What follows belongs to an exercise in optimizing a design on an open flow for small area and a short achievable clock period; a production flow would make more cautious choices. RTL that was checked went through simulation tests only; none was proved equivalent to the original. Only the layout flow was run in run 2; the RTL was not checked for function there. The clock port is modelled as an ideal driver; clocking choices that lean on that would not hold on a real chip. No activity file was given, so power comes from the tool's default toggle rates.

**flow/config.mk**
```make
export PLATFORM = sky130hd
export DESIGN_NAME = rvfi_reorder
export DESIGN_NICKNAME = rvfi_reorder
export VERILOG_FILES = /design/flow/design.v
export SDC_FILE = /design/flow/constraint.sdc
export NUM_CORES = 4
export LEC_CHECK = 0
export CAP_MARGIN = 20
export CORE_MARGIN = 2
export CORE_UTILIZATION = 30
export PLACE_DENSITY = 0.42
export SETUP_SLACK_MARGIN = 5
export SLEW_MARGIN = 20
```
**flow/constraint.sdc**
```tcl
create_clock -name core_clock -period 10.0 [get_ports {clk}]
set_input_delay 2.0000 -clock core_clock [delete_from_list [all_inputs] [get_ports {clk}]]
set_output_delay 2.0000 -clock core_clock [all_outputs]
set_load 0.01 [all_outputs]
```
**flow/design.v**
```verilog
module rvfi_reorder #(
  parameter int LANES       = 3,
  parameter int DEPTH       = 16,
  parameter int PKT_W       = 256,
  parameter int WDOG_CYCLES = 1024
) (
  input  logic                     clk,
  input  logic                     rst,
  input  logic [LANES-1:0]         in_valid,
  input  logic [64*LANES-1:0]      in_order,
  input  logic [PKT_W*LANES-1:0]   in_pkt,
  output logic                     out_valid,
  output logic [63:0]              out_order,
  output logic [PKT_W-1:0]         out_pkt,
  output logic [$clog2(DEPTH):0]   occupancy,
  output logic                     window_err,
  output logic                     dup_err,
  output logic                     wdog_err
);
  logic [63:0]  head_q;
  logic [59:0]  head_hi1_q;
  logic [15:0]  filled_q;
  logic [4:0]   occ_q;
  logic         out_valid_q;
  logic [63:0]  out_order_q;
  logic [255:0] out_pkt_q, out_pkt_d;
  logic         window_err_q, dup_err_q;
  logic [255:0] slot_n_q [16];
  logic [15:0] hsel, at_or_after;
  logic        drain;
  always_comb begin
    for (int s = 0; s < 16; s++) begin
      hsel[s]        = (head_q[3:0] == 4'(s));
      at_or_after[s] = (4'(s) >= head_q[3:0]);
    end
  end
  assign drain = |(filled_q & hsel);
  logic [2:0]  eq_h, eq_h1, in_win;
  logic [3:0]  lidx [3];
  logic [15:0] hit [3];
  always_comb begin
    for (int i = 0; i < 3; i++) begin
      lidx[i]   = in_order[64*i +: 4];
      eq_h[i]   = ~|(in_order[64*i+4 +: 60] ^ head_q[63:4]);
      eq_h1[i]  = ~|(in_order[64*i+4 +: 60] ^ head_hi1_q);
      in_win[i] = (lidx[i] >= head_q[3:0]) ? eq_h[i] : eq_h1[i];
      for (int s = 0; s < 16; s++)
        hit[i][s] = in_valid[i] & (lidx[i] == 4'(s)) & (at_or_after[s] ? eq_h[i] : eq_h1[i]);
    end
  end
  logic [15:0] sel0, sel1, sel2, wr;
  assign sel0 = hit[0] & ~filled_q;
  assign sel1 = hit[1] & ~hit[0] & ~filled_q;
  assign sel2 = hit[2] & ~hit[1] & ~hit[0] & ~filled_q;
  assign wr   = sel0 | sel1 | sel2;
  logic [2:0] ok, acc;
  always_comb begin
    for (int i = 0; i < 3; i++) ok[i] = in_valid[i] & in_win[i] & ~filled_q[lidx[i]];
  end
  assign acc[0] = ok[0];
  assign acc[1] = ok[1] & ~(ok[0] & (lidx[0] == lidx[1]));
  assign acc[2] = ok[2] & ~(ok[0] & (lidx[0] == lidx[2])) & ~(ok[1] & (lidx[1] == lidx[2]));
  logic win_miss, dup_hit;
  assign win_miss = |(in_valid & ~in_win);
  assign dup_hit  = |(in_valid & in_win & ~acc);
  always_ff @(posedge clk) begin
    for (int s = 0; s < 16; s++)
      if (!filled_q[s])
        slot_n_q[s] <= ~(({256{sel0[s]}} & in_pkt[255:0])
                       | ({256{sel1[s]}} & in_pkt[511:256])
                       | ({256{sel2[s]}} & in_pkt[767:512]));
  end
  logic [15:0] rsel;
  logic        okeep;
  assign rsel  = (filled_q & hsel) & {16{~rst}};
  assign okeep = ~drain & ~rst;
  always_comb begin
    out_pkt_d = {256{okeep}} & out_pkt_q;
    for (int s = 0; s < 16; s++) out_pkt_d = out_pkt_d | ({256{rsel[s]}} & ~slot_n_q[s]);
  end
  always_ff @(posedge clk) out_pkt_q <= out_pkt_d;
  logic [4:0] occ_base, occ_nx;
  logic [3:0] ncnt;
  assign occ_base = occ_q - 5'(drain);
  assign ncnt[0]  = ~acc[0] & ~acc[1] & ~acc[2];
  assign ncnt[1]  = (acc[0] & ~acc[1] & ~acc[2]) | (~acc[0] & acc[1] & ~acc[2])
                  | (~acc[0] & ~acc[1] & acc[2]);
  assign ncnt[2]  = (acc[0] & acc[1] & ~acc[2]) | (acc[0] & ~acc[1] & acc[2])
                  | (~acc[0] & acc[1] & acc[2]);
  assign ncnt[3]  = acc[0] & acc[1] & acc[2];
  assign occ_nx   = ({5{ncnt[0]}} & occ_base)
                  | ({5{ncnt[1]}} & (occ_base + 5'd1))
                  | ({5{ncnt[2]}} & (occ_base + 5'd2))
                  | ({5{ncnt[3]}} & (occ_base + 5'd3));
  always_ff @(posedge clk) begin
    if (rst) begin
      head_q       <= in_order[63:0];
      head_hi1_q   <= in_order[63:4] + 60'd1;
      filled_q     <= '0;
      occ_q        <= '0;
      out_valid_q  <= 1'b0;
      out_order_q  <= '0;
      window_err_q <= 1'b0;
      dup_err_q    <= 1'b0;
    end else begin
      if (drain) begin
        head_q[3:0] <= head_q[3:0] + 4'd1;
        if (head_q[3:0] == 4'hF) begin
          head_q[63:4] <= head_hi1_q;
          head_hi1_q   <= head_hi1_q + 60'd1;
        end
      end
      filled_q     <= (filled_q & ~(hsel & {16{drain}})) | wr;
      occ_q        <= occ_nx;
      out_valid_q  <= drain;
      window_err_q <= window_err_q | win_miss;
      dup_err_q    <= dup_err_q | dup_hit;
      if (drain) out_order_q <= head_q;
    end
  end
  assign wdog_err   = 1'b0;
  assign out_valid  = out_valid_q;
  assign out_order  = out_order_q;
  assign out_pkt    = out_pkt_q;
  assign occupancy  = occ_q;
  assign window_err = window_err_q;
  assign dup_err    = dup_err_q;
endmodule
```
**flow/run.sh**
```bash
#!/bin/bash
# synth_recipe.tcl (not shown) runs the flow's synth.tcl, then flattens the netlist and writes it again
# the make line also repeats each setting of config.mk as NAME=value (left out here)
make -C /OpenROAD-flow-scripts/flow DESIGN_CONFIG=/design/flow/config.mk WORK_HOME=/design/flow/orfs CLKGATE_MAP_FILE= SYNTH_SCRIPT=/design/flow/synth_recipe.tcl finish
```
==> results of run 1 <==
==> final timing paths <==
kind | startpoint | to | slack [ns] | cells after the start
worst max register to register | head_q[1] | out_pkt_q[185] | 5.02 | 9
worst max-delay path | in_order[21] | slot_n_q[0][132] | 4.65 | 13
worst min-delay path | out_pkt_q[166] | out_pkt_q[166] | 0.46 | 2
worst min register to register | out_pkt_q[166] | out_pkt_q[166] | 0.46 | 2
==> flip-flops by register name, summed over array words and instances (netlist names) <==
| signal | flops |
|---|---|
| slot_n_q | 4096 |
| out_pkt_q | 256 |
| head_q | 64 |
| out_order_q | 64 |
| head_hi1_q | 60 |
| filled_q | 16 |
| occ_q | 5 |
| dup_err_q | 1 |
| out_valid_q | 1 |
| window_err_q | 1 |
==> cell type report <==
type / count / area [µm²]
fill: 69200 / 455000
sequential: 4564 / 134000
multi-input combinational: 8799 / 72100
timing repair buffer: 2192 / 25500
clock buffer: 799 / 15600
tap: 9546 / 11900
clock inverter: 229 / 2270
antenna: 223 / 558
inverter: 67 / 317
==> Yosys cell counts, drive strengths merged, types with 79 or more instances <==
cell	n	area (µm²)
a222oi	4097	41000
nand4	129	822
dfxtp	344	6890
nor2	712	2680
a2111o	128	1440
o22a	100	876
buf	557	2290
xor2	79	692
or4	103	781
nand2	290	1090
nand3	125	636
clkbuf	2392	8980
nor3	184	926
edfxtp	4220	127000
o22ai	1697	10600
xnor2	357	3130
nor4	237	1500
o2111ai	99	867
mux2i	98	981
==> cell usage in the layout, fill, tap and decap left out, types with 36 or more instances in the layout <==
| cell | n |
|---|---|
| xor2_1 | 77 |
| o21ai_0 | 49 |
| dfxtp_1 | 333 |
| clkbuf_8 | 64 |
| clkbuf_16 | 597 |
| o2111ai_1 | 99 |
| xnor2_1 | 326 |
| buf_4 | 480 |
| nand2_1 | 285 |
| clkinv_1 | 86 |
| nand3_1 | 118 |
| a2111o_1 | 128 |
| buf_6 | 46 |
| clkbuf_1 | 171 |
| mux2_2 | 36 |
| nor3_1 | 177 |
| edfxtp_1 | 4220 |
| inv_1 | 45 |
| diode_2 | 223 |
| o22ai_1 | 1697 |
| clkdlybuf4s50_1 | 1234 |
| nor2_1 | 684 |
| o22a_1 | 100 |
| buf_12 | 224 |
| dlymetal6s2s_1 | 44 |
| a21oi_1 | 37 |
| or4_1 | 99 |
| mux2i_1 | 98 |
| nor4_1 | 209 |
| nand4_1 | 128 |
| a222oi_1 | 4097 |
| clkinv_2 | 67 |
| buf_16 | 82 |
==> worst max-delay path, cell delays in order <==
cell	delay, ns
dlygate4sd2_1	0.58
xnor2_1	0.22
nand4_1	0.14
nor4_2	0.30
nand4_1	0.21
buf_6	0.21
or2_2	0.31
a2111oi_4	0.51
buf_4	0.22
nor3_4	0.06
clkbuf_16	0.25
clkbuf_16	0.50
a222oi_1	0.29
==> where the power goes <==
group	leakage, µW	switching, µW	internal (µW)
registers	0.0366	129	20600
logic	0.0257	1360	538
clock network	0.00871	9110	11500
total	0.0710	10600	32600
==> routing by layer <==
| metal | GRT usage [%] | routed length, µm | part of all wire (%) |
|---|---|---|---|
| met2 | 52.9 | 604000 | 44 |
| met1 | 46.0 | 494000 | 36 |
| met5 | 0.308 | 1510 | 0.11 |
| met4 | 19.5 | 84900 | 6.1 |
| met3 | 10.6 | 203000 | 15 |
==> logic make-up (layout without fill, tap and decap cells) <==
family	after synthesis	after routing	synth area share (%)
other cells	1	224	0.00174
compound gates	6264	6265	25.8
mux	147	147	0.772
simple gates	1912	1927	4.33
buf+inv	3016	3287	5.34
flops	4564	4564	61.9
xor+xnor	436	436	1.77
fa+ha+maj	23	23	0.133
==> through the flow <==
stage	total power, µW	cell area, µm²
3_3_place_gp	22900	238000
3_5_place_dp	22900	238000
6_report	43200	262000
4_1_cts	43100	259000
2_1_floorplan	21800	220000
5_1_grt	43900	262000
==> timing repair <==
item,CTS,global route
pin swaps,48,62
gates cloned,56,37
setup endpoints to repair,4303,3127
resized for setup,192,199
setup buffers,112,64
==> impl_metrics.tcl, run 1 <==
set metrics [dict create \
    outcome "complete, no violations" \
    rows 311 \
    cts_inserted_buffers 558 \
    htree_levels 6 \
    yosysWarnings 4 \
    hold_violations 0 \
    area_growth_pct 21.3 \
    timing.final.ws_setup_ns 4.65 \
    min_path_type "flop to flop" \
    tns_ns 0 \
    timing.hold.ws_ns 0.459 \
    powerDensity_nw_per_um2 165 \
    path_clk_slew_ns 0.06 \
    ys_types 81 \
    dpl_worst_slack_ns 2.11 \
    rsz0062_at_grt "true" \
    gp_congestion 0.897 \
    worst_setup_path_end_kind "flop" \
    synth_seq_cells 4564 \
    setup_violations 0 \
    io_pins 1294 \
    skew_ns 0.0891 \
    min_period_over_period_pct 53.5 \
    vias_per_cell 7.69 \
    critPathMaxFanout 55 \
    syn_avg_cell_area_um2 13.2 \
    vias 203000 \
    portBuffers 1292 \
    required_ns 10.90 \
    die_y_um 852 \
    drt_iter0_markers 64400 \
    ys.flop_type "edfxtp_1" \
    hold_buffers 0 \
    cts_buffer_depth 4 \
    drc 0 \
    die_x_um 852 \
    fin_nets 17200 \
    dr.pass1.iters 17 \
    grt_pass1_wl_mm 1800 \
    ant_nets 0 \
    drv_cap 0 \
    crit_type "input port to flop" \
    antenna_found_initial 367 \
    drive_gt1_share_pct 11.8 \
    synth_cells 16400 \
    arrival_ns 6.24 \
    worst_pin_slew_ns 1.25 \
    grt_overflow 0 \
    cts_tree "done" \
    core_um2 717000 \
    synth_edf_count 4220 \
    dp_cells 24900 \
    start_kind "input port" \
    fin_util_pct 36.5 \
    cts_root_buf "clkbuf_16" \
    async_flop_share_pct 0 \
    grt_util_all_layers_pct 35.4 \
    grt_max_degree 95 \
    grt_pass1_vias 194000 \
    wirelength_mm 1390 \
    post_drt_wl_per_cell_um 52.5 \
    clock_latency_ns 1.16 \
    power_leakage_uw 0.0710 \
    numClockSinks 4564 \
    dpl.hpwl_mm 715 \
    slew_viol_final 0 \
    fin_cells 26400 \
    relSlewSlack_pct 16.6 \
    initial_core_util_pct 30.1 \
    seq_area_frac_synth_pct 61.9 \
    synth_nets 17400 \
    layout_min_cycle_time_ns 5.35 \
    ir_drop_uv 207 \
    fmax_ghz 0.187 \
    netlist_area_um2 216000 \
    dieArea_um2 727000 \
]
==> inputs of run 2 (changes only) <==
--- a/flow/design.v
+++ b/flow/design.v
@@ -82,14 +82,13 @@
   logic [4:0] occ_base, occ_nx;
-  logic [3:0] ncnt;
+  logic [1:0] nacc;
   assign occ_base = occ_q - 5'(drain);
-  assign ncnt[0]  = ~acc[0] & ~acc[1] & ~acc[2];
-  assign ncnt[1]  = (acc[0] & ~acc[1] & ~acc[2]) | (~acc[0] & acc[1] & ~acc[2])
-                  | (~acc[0] & ~acc[1] & acc[2]);
-  assign ncnt[2]  = (acc[0] & acc[1] & ~acc[2]) | (acc[0] & ~acc[1] & acc[2])
-                  | (~acc[0] & acc[1] & acc[2]);
-  assign ncnt[3]  = acc[0] & acc[1] & acc[2];
-  assign occ_nx   = ({5{ncnt[0]}} & occ_base)
-                  | ({5{ncnt[1]}} & (occ_base + 5'd1))
-                  | ({5{ncnt[2]}} & (occ_base + 5'd2))
-                  | ({5{ncnt[3]}} & (occ_base + 5'd3));
+  assign nacc     = 2'(acc[0]) + 2'(acc[1]) + 2'(acc[2]);
+  always_comb begin
+    case (nacc)
+      2'd0:    occ_nx = occ_base;
+      2'd1:    occ_nx = occ_base + 5'd1;
+      2'd2:    occ_nx = occ_base + 5'd2;
+      default: occ_nx = occ_base + 5'd3;
+    endcase
+  end
   always_ff @(posedge clk) begin
==> flow/flow/run.sh (new file) <==
#!/bin/bash
# Own layout flow: the standard ORFS flow (standard.sh, unchanged synthesis),
# with ports buffered by buf_2 instead of the delay-cell buffer buffer_ports
# picks by default, no CTS dummy loads, and timing repair aimed at a tighter
# setup margin. Each ORFS step logs to orfs/logs; the whole run's output goes
# to flow_run.log in this folder.
set -euo pipefail
export BUFFER_PORTS_ARGS="-buffer_cell sky130_fd_sc_hd__buf_2"
export CTS_ARGS="-sink_clustering_enable -repair_clock_nets -dont_use_dummy_load -sink_clustering_size 30 -sink_clustering_max_diameter 100"
export SETUP_SLACK_MARGIN=5.8
bash standard.sh > flow_run.log 2>&1
==> flow/standard.sh (new file) <==
#!/bin/bash
# synth_recipe.tcl (not shown) runs the flow's synth.tcl, then flattens the netlist and writes it again
# the make line also repeats each setting of config.mk as NAME=value (left out here)
make -C /OpenROAD-flow-scripts/flow DESIGN_CONFIG=/design/flow/config.mk WORK_HOME=/design/flow/orfs CLKGATE_MAP_FILE= SYNTH_SCRIPT=/design/flow/synth_recipe.tcl "${@:-finish}"
--- a/flow/config.mk
+++ b/flow/config.mk
@@ -10,4 +10,2 @@
 export CORE_UTILIZATION = 30
-export PLACE_DENSITY = 0.42
-export SETUP_SLACK_MARGIN = 5
 export SLEW_MARGIN = 20
removed: flow/run.sh
==> run 2 against run 1 <==
Effect of this change: the flow now stops in global routing; area after synthesis grew 1.1%; synthesized cell count grew 2.1%.
==> impl_metrics.tcl, run 2 <==
set metrics [dict create \
    synth.area.top_cells "edfxtp_1, a222oi_1, o22ai_1" \
    ys_types 76 \
    grt_overflow 3 \
    portBuffers 1292 \
    grt_util_all_layers_pct 45.6 \
    yosysMostFrequentCell "edfxtp_1" \
    synth_seq_cells 4564 \
    rows 313 \
    synth_edf_count 4220 \
    io_pins 1294 \
    syn_avg_cell_area_um2 13.1 \
    die_x_um 857 \
    dpl.hpwl_mm 659 \
    gp_congestion 0.928 \
    yosysWarnings 4 \
    die_y_um 857 \
    cts_buffer_depth 4 \
    netlist_area_um2 218000 \
    htree_levels 4 \
    cts_root_buf "clkbuf_16" \
    numClockSinks 4564 \
    async_flop_share_pct 0 \
    netlist.area_leader.share_pct 58.0 \
    error "[ERROR GRT-0232] Routing congestion too high. Check the congestion heatmap in the GUI." \
    initial_core_util_pct 30.1 \
    synth_nets 17700 \
    synthTopCellsByCount "edfxtp_1, a222oi_1, clkbuf_1" \
    lastStage "global routing" \
    yosysTopAreaCell "edfxtp_1" \
    cts_inserted_buffers 197 \
    hold_buffers 0 \
    outcome "aborted with a tool error" \
    ys.flop_type "edfxtp_1" \
    dpl_worst_slack_ns 2.39 \
    synth_cells 16700 \
    seq_area_frac_synth_pct 61.2 \
    grt_max_degree 133 \
]
-- run 2: cell count changes after synthesis, sizes merged, moves of 184 or more --
cell    delta
clkbuf   -446
a221oi   +288
a222oi   -417
xnor2    -184
buf      +288
and2     +277
-- run 2: worst min-delay path by stage --
stage / startpoint / to / slack [ns]
floorplan: slot_n_q[5][147] / out_pkt_q[147] / 0.47
global placement: out_pkt_q[228] / out_pkt_q[228] / 0.44
detailed placement: out_pkt_q[194] / out_pkt_q[194] / 0.44
CTS: slot_n_q[9][76] / out_pkt_q[76] / 0.42
-- run 2: power groups by stage --
stage | combinational [µW] | sequential, µW | clock [µW]
floorplan | 729 | 21000 | 0
global placement | 1510 | 21100 | 0
detailed placement | 1520 | 21100 | 0
CTS | 1600 | 20700 | 9770
-- run 2: metrics by stage --
step	instance area, µm²	hold slack [ns]	instances	total power, µW	util (%)
CTS	289000	0.421	27700	32100	39.8
global placement	233000	0.437	25400	22600	32.0
floorplan	219000	0.472	16700	21800	-
detailed placement	233000	0.439	25400	22600	32.0
-- run 2: cells by family after synthesis --
family	count (synthesis)	share of synthesized area [%]
other	1	0.00172
xor gates and xnor gates	435	1.74
adders and majority gates	22	0.133
muxes	171	0.882
and+or+nand+nor	2473	5.83
AOI/OAI and AO/OA	6182	24.7
DFF	4564	61.2
buffers and inverters	2858	5.49
-- run 2: layer usage --
| layer | GRT overflow | GRT usage [%] |
|---|---|---|
| met1 | 0 | 44.6 |
| met2 | 0 | 57.1 |
| met3 | 3 | 38.6 |
| met4 | 0 | 40.1 |
| met5 | 0 | 22.0 |
-- run 2: what timing repair did --
action,CTS
buffers inserted,1048
setup endpoints to repair,4597
cloned,1054
gates resized for setup,3061
pin swaps,1114
==> inputs of run 3 (changes only) <==
--- a/flow/design.v
+++ b/flow/design.v
@@ -82,13 +82,14 @@
   logic [4:0] occ_base, occ_nx;
-  logic [1:0] nacc;
+  logic [3:0] ncnt;
   assign occ_base = occ_q - 5'(drain);
-  assign nacc     = 2'(acc[0]) + 2'(acc[1]) + 2'(acc[2]);
-  always_comb begin
-    case (nacc)
-      2'd0:    occ_nx = occ_base;
-      2'd1:    occ_nx = occ_base + 5'd1;
-      2'd2:    occ_nx = occ_base + 5'd2;
-      default: occ_nx = occ_base + 5'd3;
-    endcase
-  end
+  assign ncnt[0]  = ~acc[0] & ~acc[1] & ~acc[2];
+  assign ncnt[1]  = (acc[0] & ~acc[1] & ~acc[2]) | (~acc[0] & acc[1] & ~acc[2])
+                  | (~acc[0] & ~acc[1] & acc[2]);
+  assign ncnt[2]  = (acc[0] & acc[1] & ~acc[2]) | (acc[0] & ~acc[1] & acc[2])
+                  | (~acc[0] & acc[1] & acc[2]);
+  assign ncnt[3]  = acc[0] & acc[1] & acc[2];
+  assign occ_nx   = ({5{ncnt[0]}} & occ_base)
+                  | ({5{ncnt[1]}} & (occ_base + 5'd1))
+                  | ({5{ncnt[2]}} & (occ_base + 5'd2))
+                  | ({5{ncnt[3]}} & (occ_base + 5'd3));
   always_ff @(posedge clk) begin
==> flow/flow/run.sh (replaced) <==
#!/bin/bash
# Own layout flow: the standard ORFS flow (standard.sh, unchanged synthesis),
# with ports buffered by buf_2 instead of the delay-cell buffer buffer_ports
# picks by default; after global placement the high-fanout nets get balanced
# buffer trees (flow/tree.tcl) in place of the placement's buffer chains; a
# fanout bound of 16 for later repair_design; CTS without dummy loads.
# Each ORFS step logs to orfs/logs; the whole run's output goes to
# flow_run.log in this folder.
set -euo pipefail
here=$(pwd)
export BUFFER_PORTS_ARGS="-buffer_cell sky130_fd_sc_hd__buf_2"
export CTS_ARGS="-sink_clustering_enable -repair_clock_nets -dont_use_dummy_load -sink_clustering_size 24 -sink_clustering_max_diameter 80"
export SETUP_SLACK_MARGIN=5
export POST_GLOBAL_PLACE_TCL=$here/flow/tree.tcl
export PRE_RESIZE_TCL=$here/flow/fanout.tcl
export PRE_CTS_TCL=$here/flow/fanout.tcl
bash standard.sh > flow_run.log 2>&1
==> flow/flow/fanout.tcl (new file) <==
# Bound the fanout of every net, so that repair_design builds buffer trees
# for the wide select and reset nets instead of chains along long wires.
set_max_fanout 16 [current_design]
==> flow/flow/tree.tcl (new file) <==
# Replace the repair buffers on high-fanout signal nets by balanced buffer
# trees: loads are split by recursive bisection of their placement into
# groups of at most tree_maxf, each group driven by a buffer at its centroid,
# level by level until the net's own fanout is at most tree_maxf.
set tree_maxf 12
set tree_buf sky130_fd_sc_hd__buf_4
set tree_block [ord::get_db_block]
set tree_master [[ord::get_db] findMaster $tree_buf]
set tree_count 0

proc tree_loads {net} {
  set loads {}
  foreach it [$net getITerms] {
    if {[$it isInputSignal]} { lappend loads $it }
  }
  return $loads
}

proc tree_xy {it} {
  set bb [[$it getInst] getBBox]
  return [list [expr {([$bb xMin] + [$bb xMax]) / 2}] [expr {([$bb yMin] + [$bb yMax]) / 2}]]
}

# split a list of {iterm x y} into groups of at most n by recursive bisection
proc tree_split {items n} {
  set len [llength $items]
  if {$len <= $n} { return [list $items] }
  set xs {}; set ys {}
  foreach e $items { lappend xs [lindex $e 1]; lappend ys [lindex $e 2] }
  set xs [lsort -integer $xs]; set ys [lsort -integer $ys]
  set k [expr {([lindex $xs end] - [lindex $xs 0]) >= ([lindex $ys end] - [lindex $ys 0]) ? 1 : 2}]
  set s [lsort -integer -index $k $items]
  set ng [expr {($len + $n - 1) / $n}]
  set cut [expr {int(round((($ng + 1) / 2) * ($len / double($ng))))}]
  if {$cut < 1} { set cut 1 }
  if {$cut >= $len} { set cut [expr {$len - 1}] }
  return [concat [tree_split [lrange $s 0 [expr {$cut - 1}]] $n] [tree_split [lrange $s $cut end] $n]]
}

proc tree_net {net} {
  global tree_maxf tree_block tree_master tree_count
  for {set level 0} {$level < 4} {incr level} {
    set loads [tree_loads $net]
    if {[llength $loads] <= $tree_maxf} break
    set items {}
    foreach it $loads {
      lassign [tree_xy $it] x y
      lappend items [list $it $x $y]
    }
    foreach g [tree_split $items $tree_maxf] {
      set sx 0; set sy 0
      foreach e $g { set sx [expr {$sx + [lindex $e 1]}]; set sy [expr {$sy + [lindex $e 2]}] }
      set cx [expr {int($sx / [llength $g])}]
      set cy [expr {int($sy / [llength $g])}]
      incr tree_count
      set bi [odb::dbInst_create $tree_block $tree_master "treebuf_$tree_count"]
      set nn [odb::dbNet_create $tree_block "treenet_$tree_count"]
      foreach e $g {
        set it [lindex $e 0]
        $it disconnect
        $it connect $nn
      }
      [$bi findITerm A] connect $net
      [$bi findITerm X] connect $nn
      $bi setLocation $cx $cy
      $bi setPlacementStatus PLACED
    }
  }
}

# undo a buffer: its loads go back to its input net
proc tree_unbuffer {inst} {
  global tree_block
  set in [[$inst findITerm A] getNet]
  set out [[$inst findITerm X] getNet]
  if {$in eq "NULL" || $out eq "NULL"} { return 0 }
  if {[llength [$out getBTerms]] > 0} { return 0 }
  foreach it [$out getITerms] {
    if {[$it getInst] eq $inst} continue
    $it disconnect
    $it connect $in
  }
  odb::dbInst_destroy $inst
  odb::dbNet_destroy $out
  return 1
}

# drop the placement's own repair buffers, repeatedly (they can chain)
set tree_rm 0
foreach inst [$tree_block getInsts] {
  set n [$inst getName]
  if {[string match "place*" $n] || [string match "rebuffer*" $n] || [string match "split*" $n]} {
    set m [[$inst getMaster] getName]
    if {[string match "sky130_fd_sc_hd__buf_*" $m]} { incr tree_rm [tree_unbuffer $inst] }
  }
}
set todo {}
foreach net [$tree_block getNets] {
  if {[$net getSigType] ne "SIGNAL"} continue
  if {[$net getName] eq "clk"} continue
  if {[llength [tree_loads $net]] > 32} { lappend todo $net }
}
puts "tree: removed $tree_rm buffers, building trees on [llength $todo] nets"
foreach net $todo { tree_net $net }
puts "tree: inserted $tree_count buffers"
--- a/flow/config.mk
+++ b/flow/config.mk
@@ -10,2 +10,3 @@
 export CORE_UTILIZATION = 30
+export PLACE_DENSITY = 0.42
 export SLEW_MARGIN = 20
==> run 3 against run 2 <==
Effect of this change: synthesized cell count shrank 2.1%; area after synthesis shrank 1.1%; the flow stops in global placement.
==> impl_metrics.tcl, run 3 <==
set metrics [dict create \
    portBuffers 1292 \
    yosysMostFrequentCell "edfxtp_1" \
    die_y_um 852 \
    ys.flop_type "edfxtp_1" \
    io_pins 1294 \
    yosysTopAreaCell "edfxtp_1" \
    lastStage "global placement" \
    synth.area.top_cells "edfxtp_1, a222oi_1, o22ai_1" \
    synth_nets 17400 \
    initial_core_util_pct 30.1 \
    rows 311 \
    outcome "aborted with a tool error" \
    ys_types 81 \
    synthTopCellsByCount "edfxtp_1, a222oi_1, clkbuf_1" \
    seq_area_frac_synth_pct 61.9 \
    yosysWarnings 4 \
    async_flop_share_pct 0 \
    synth_edf_count 4220 \
    netlist_area_um2 216000 \
    syn_avg_cell_area_um2 13.2 \
    synth_seq_cells 4564 \
    die_x_um 852 \
    synth_cells 16400 \
    netlist.area_leader.share_pct 58.7 \
    error "Error: global_place.tcl, 78 can't read \"tree_maxf\": no such variable" \
]
-- run 3: cell count changes after synthesis, sizes merged, moves of 113 or more --
cell    before   now
clkbuf    1946  2392
a222oi    3680  4097
a221oi     289     1
buf        845   557
and2       293    16
xnor2      173   357
xor2       262    79
or4        259   103
a22o       131     1
a2111o       0   128
nor3        56   184
a21oi      162    38
nand3      238   125
-- run 3: kinds of logic after synthesis --
family	after synthesis	share of synthesized area, %
xor gates and xnor gates	436	1.77
muxes	147	0.772
AOI/OAI and AO/OA	6264	25.8
DFF	4564	61.9
adders and majority gates	23	0.133
buffers and inverters	3016	5.34
and+or+nand+nor	1912	4.33
other	1	0.00174

separate check: timing with driven ports:
The flow's constraints put no driver on any port. The routed layout listed below was extracted and timed again, unchanged, in two steps. Step 1, drivers: a clkbuf_16 drives clk and a buf_2 each remaining input, both assumed. Step 2, shift: input delay + t, output delay - t, t = (earliest + latest rising clock arrival at the registers) / 2. This alone moves slack from input paths to output paths. Slacks: ideal / step 1 / step 2; pairs: ideal / step 1.
run: run 1
t, ns: 1.268
setup WS [ns]: 4.653 / 4.740 / 3.472
latest minus earliest clock arrival (ns): 0.096 / 0.096
worst slew at a driven data input, ns: 0.39
After both steps setup and hold are still met in run 1. The setup slack of run 1 moves by +0.087 ns with the drivers and by -1.181 ns with both steps.
